Context: an optimization exercise on an open-source flow, tuned for small area and a short achievable clock period. The choices shown serve that exercise and are no tape-out recipe. At most, simulation tests tie the RTL to the original design; equivalence was not proved. Power figures rest on the tool's default switching activity, not on a simulated workload.

## old
Design conv_peak_detect, start of the top module:
module conv_peak_detect
#(
  parameter int unsigned MAX_LEN = 8,
  parameter int unsigned IDX_W   = 4
) (
  input  logic                  clk,
  input  logic                  rst,
  input  logic                  in_valid,
  input  logic [2*conv_pkg::SAMPLE_W-1:0] in_data,
  output logic                  out_valid,
  output conv_pkg::energy_t        out_peak,
  output logic [IDX_W-1:0]      out_idx,
  output logic [IDX_W-1:0]      out_len,
  output logic                  out_ovf,
  output logic                  out_err
);
For scale: roughly 1400 cells after synthesis, about 16000 um2 of cells after synthesis.
clock: 7.5 ns
lec_check: 0
abc_clock_period_in_ps: 4000
cap_margin: 20
core_margin: 2
core_utilization: 40
cts_buf_list: sky130_fd_sc_hd__clkbuf_8
cts_cluster_diameter: 60
cts_cluster_size: 14
place_density: 0.6
setup_slack_margin: 3.8
slew_margin: 20
synth_hierarchical: 1
synth_minimum_keep_size: 0
standard.sh (not shown) runs the stock make flow with config.mk's settings and CLKGATE_MAP_FILE= SYNTH_SCRIPT=/design/flow/synth_recipe.tcl, a recipe that flattens the netlist after the stock synthesis.
==> flow/flow/run.sh <==
#!/bin/bash
set -euo pipefail
export BUFFER_PORTS_ARGS="-buffer_cell sky130_fd_sc_hd__buf_1"
bash standard.sh > standard.log 2>&1
> inputs changed (old -> new)
--- a/flow/flow/run.sh
+++ b/flow/flow/run.sh
@@ -3,2 +3,3 @@
 export BUFFER_PORTS_ARGS="-buffer_cell sky130_fd_sc_hd__buf_1"
+export CTS_ARGS="-sink_clustering_enable -repair_clock_nets -sink_clustering_size 16 -sink_clustering_max_diameter 60 -dont_use_dummy_load"
 bash standard.sh > standard.log 2>&1
--- a/flow/config.mk
+++ b/flow/config.mk
@@ -11,5 +11,4 @@
 export CORE_UTILIZATION = 40
-export CTS_BUF_LIST = sky130_fd_sc_hd__clkbuf_8
 export CTS_CLUSTER_DIAMETER = 60
-export CTS_CLUSTER_SIZE = 14
+export CTS_CLUSTER_SIZE = 16
 export PLACE_DENSITY = 0.6
Findings:
Reported for old and new, width of the die turned out identical to the last digit.
Note that the count of clock-buffer cells in the layout recorded for old amounts to 1.2 times the value seen in new.
new against old: number of filler instances in the final layout down 0.61%; first-pass GRT wire length saw little to no change.

## exp/amber
Another version of the RTL of conv_peak_detect (not shown whole).
Size in the first run: ~210 flip-flops, about 86 I/O pins, roughly 18000 um2 of cells after synthesis.
export LEC_CHECK = 0
export ABC_AREA = 1
export ABC_CLOCK_PERIOD_IN_PS = 4000
export CAP_MARGIN = 20
export CORE_MARGIN = 2
export CORE_UTILIZATION = 40
export PLACE_DENSITY = 0.6
export SETUP_SLACK_MARGIN = 3.5
export SLEW_MARGIN = 20
export SYNTH_HIERARCHICAL = 1
export SYNTH_MINIMUM_KEEP_SIZE = 0
create_clock -name core_clock -period 7.5 [get_ports {clk}]
run.sh (not shown) runs the stock make flow with config.mk's settings and CLKGATE_MAP_FILE= SYNTH_SCRIPT=/design/flow/synth_recipe.tcl, a recipe that flattens the netlist after the stock synthesis.
Stock flow here: none of the scripts above is used.
exp/amber finished end to end and its layout was clean on timing, DRC and antenna.
> inputs changed (exp/amber -> exp/maple)
# exp/amber
export LEC_CHECK = 0
export ABC_AREA = 1
export ABC_CLOCK_PERIOD_IN_PS = 4000
export CAP_MARGIN = 20
export CORE_MARGIN = 2
export CORE_UTILIZATION = 40
export PLACE_DENSITY = 0.6
export SETUP_SLACK_MARGIN = 3.5
export SLEW_MARGIN = 20
export SYNTH_HIERARCHICAL = 1
export SYNTH_MINIMUM_KEEP_SIZE = 0
create_clock -name core_clock -period 7.5 [get_ports {clk}]
# exp/maple
export LEC_CHECK = 0
export ABC_CLOCK_PERIOD_IN_PS = 4000
export CAP_MARGIN = 20
export CORE_MARGIN = 2
export CORE_UTILIZATION = 40
export CTS_BUF_LIST = sky130_fd_sc_hd__clkbuf_4 sky130_fd_sc_hd__clkbuf_8
export PLACE_DENSITY = 0.6
export SETUP_SLACK_MARGIN = 3.5
export SLEW_MARGIN = 20
export SYNTH_HIERARCHICAL = 1
export SYNTH_MINIMUM_KEEP_SIZE = 0
create_clock -name core_clock -period 7.5 [get_ports {clk}]
### Flow results
- exp/maple finished every stage and its layout cleared the timing, DRC and antenna checks.
- No stage failed in exp/amber, and the final checks on the layout all came back clean.
- exp/maple vs exp/amber, instance count: exp/maple lower
- Across both runs, wire length of the first global-routing pass was lower for exp/maple than for exp/amber.
- exp/maple gives less cell count after placement than exp/amber did.
- Global-route usage, exp/maple and exp/amber, lower one = exp/amber.
- exp/maple vs exp/amber: routed via count divided by cell count up
- [compare] base=exp/amber new=exp/maple: routed wire length on met2 decreased by 1.4% relative to the old numbers; wire length on met1 dropped 520 um.
- exp/maple falls short of exp/amber in minimum clock period.
- The higher maximum resistive drop on vdd of exp/maple and exp/amber is in exp/amber.
Relative to exp/maple, the following input files were edited for exp/umber:
# exp/maple
export LEC_CHECK = 0
export ABC_CLOCK_PERIOD_IN_PS = 4000
export CAP_MARGIN = 20
export CORE_MARGIN = 2
export CORE_UTILIZATION = 40
export CTS_BUF_LIST = sky130_fd_sc_hd__clkbuf_4 sky130_fd_sc_hd__clkbuf_8
export PLACE_DENSITY = 0.6
export SETUP_SLACK_MARGIN = 3.5
export SLEW_MARGIN = 20
export SYNTH_HIERARCHICAL = 1
export SYNTH_MINIMUM_KEEP_SIZE = 0
create_clock -name core_clock -period 7.5 [get_ports {clk}]
# exp/umber
export LEC_CHECK = 0
export ABC_CLOCK_PERIOD_IN_PS = 3300
export CAP_MARGIN = 20
export CORE_MARGIN = 2
export CORE_UTILIZATION = 40
export PLACE_DENSITY = 0.6
export SETUP_SLACK_MARGIN = 4.2
export SLEW_MARGIN = 20
export SYNTH_HIERARCHICAL = 1
export SYNTH_MINIMUM_KEEP_SIZE = 0
create_clock -name core_clock -period 7.5 [get_ports {clk}]
## What came out
- The worst IR drop on VDD of exp/umber was inferior to that of exp/maple.
- Delta (exp/umber minus exp/maple): actual transition at the worst max-transition pin -3.9 ps, slack of the critical path +290 ps.
- exp/maple has higher sequential share of layout area than exp/umber.
- On register-to-register slack, exp/umber does better than exp/maple.
--- input diff exp/umber..exp/indigo ---
# exp/umber
export LEC_CHECK = 0
export ABC_CLOCK_PERIOD_IN_PS = 3300
export CAP_MARGIN = 20
export CORE_MARGIN = 2
export CORE_UTILIZATION = 40
export PLACE_DENSITY = 0.6
export SETUP_SLACK_MARGIN = 4.2
export SLEW_MARGIN = 20
export SYNTH_HIERARCHICAL = 1
export SYNTH_MINIMUM_KEEP_SIZE = 0
create_clock -name core_clock -period 7.5 [get_ports {clk}]
# exp/indigo
export LEC_CHECK = 0
export ABC_CLOCK_PERIOD_IN_PS = 4000
export CAP_MARGIN = 20
export CORE_MARGIN = 2
export CORE_UTILIZATION = 40
export PLACE_DENSITY = 0.6
export SETUP_SLACK_MARGIN = 3.5
export SLEW_MARGIN = 20
export SYNTH_HIERARCHICAL = 1
export SYNTH_MINIMUM_KEEP_SIZE = 0
create_clock -name core_clock -period 7.5 [get_ports {clk}]
==> comparison <==
- The lower layout-stage area growth over the synthesis result of exp/indigo and exp/umber is in exp/indigo.
- Per the comparison of exp/indigo with exp/umber, fraction of final layout cells sized beyond drive strength 1 has decreased; post-layout worst setup margin shrank by 260 ps.
- Of the two candidates, exp/umber has the worse post-layout instance area and exp/indigo the better one.
- Taking exp/umber as the reference, in exp/indigo routability-driven placement congestion ratio dropped 0.40%, register-to-register path setup slack dropped 260 ps.
- exp/indigo vs exp/umber — combinational group share of total power dropped 3.0 points.
- Of exp/indigo and exp/umber, the run reporting the higher cell leakage power was exp/umber.
No run of this note included a check of the RTL's function; only the layout flow was run.

## port drivers added, routing unchanged
In the flow no input, the clock included, has a driving cell. The finished layouts below were timed again as built, in two steps.
Step 1, drivers: a clkbuf_16 drives clk and a buf_2 each remaining input, both assumed.
Step 2 moves the port delays by t, midway between the first and last clock arrival at a register: inputs arrive t later, outputs are due t later. That takes back most of the time a late clock gives input paths.
Three values: ideal, step 1, step 2; two values: the first two.
run	t (ns)	setup slack, ns	worst setup path at the end	slew at the worst register clock pin (ns)	worst slew at a driven data input, ns
old	0.601	3.892 / 3.892 / 3.892	register to register	0.10 / 0.10	0.05
new	0.555	3.891 / 3.891 / 3.891	register to register	0.07 / 0.07	0.05
exp/amber	0.601	3.637 / 3.637 / 3.637	register to register	0.06 / 0.06	0.06
exp/maple	0.631	3.611 / 3.611 / 3.611	register to register	0.06 / 0.06	0.04
exp/umber	0.579	3.898 / 3.898 / 3.898	register to register	0.06 / 0.06	0.04
exp/indigo	0.601	3.636 / 3.636 / 3.636	register to register	0.06 / 0.06	0.04
After both steps setup and hold are still met in every run listed.
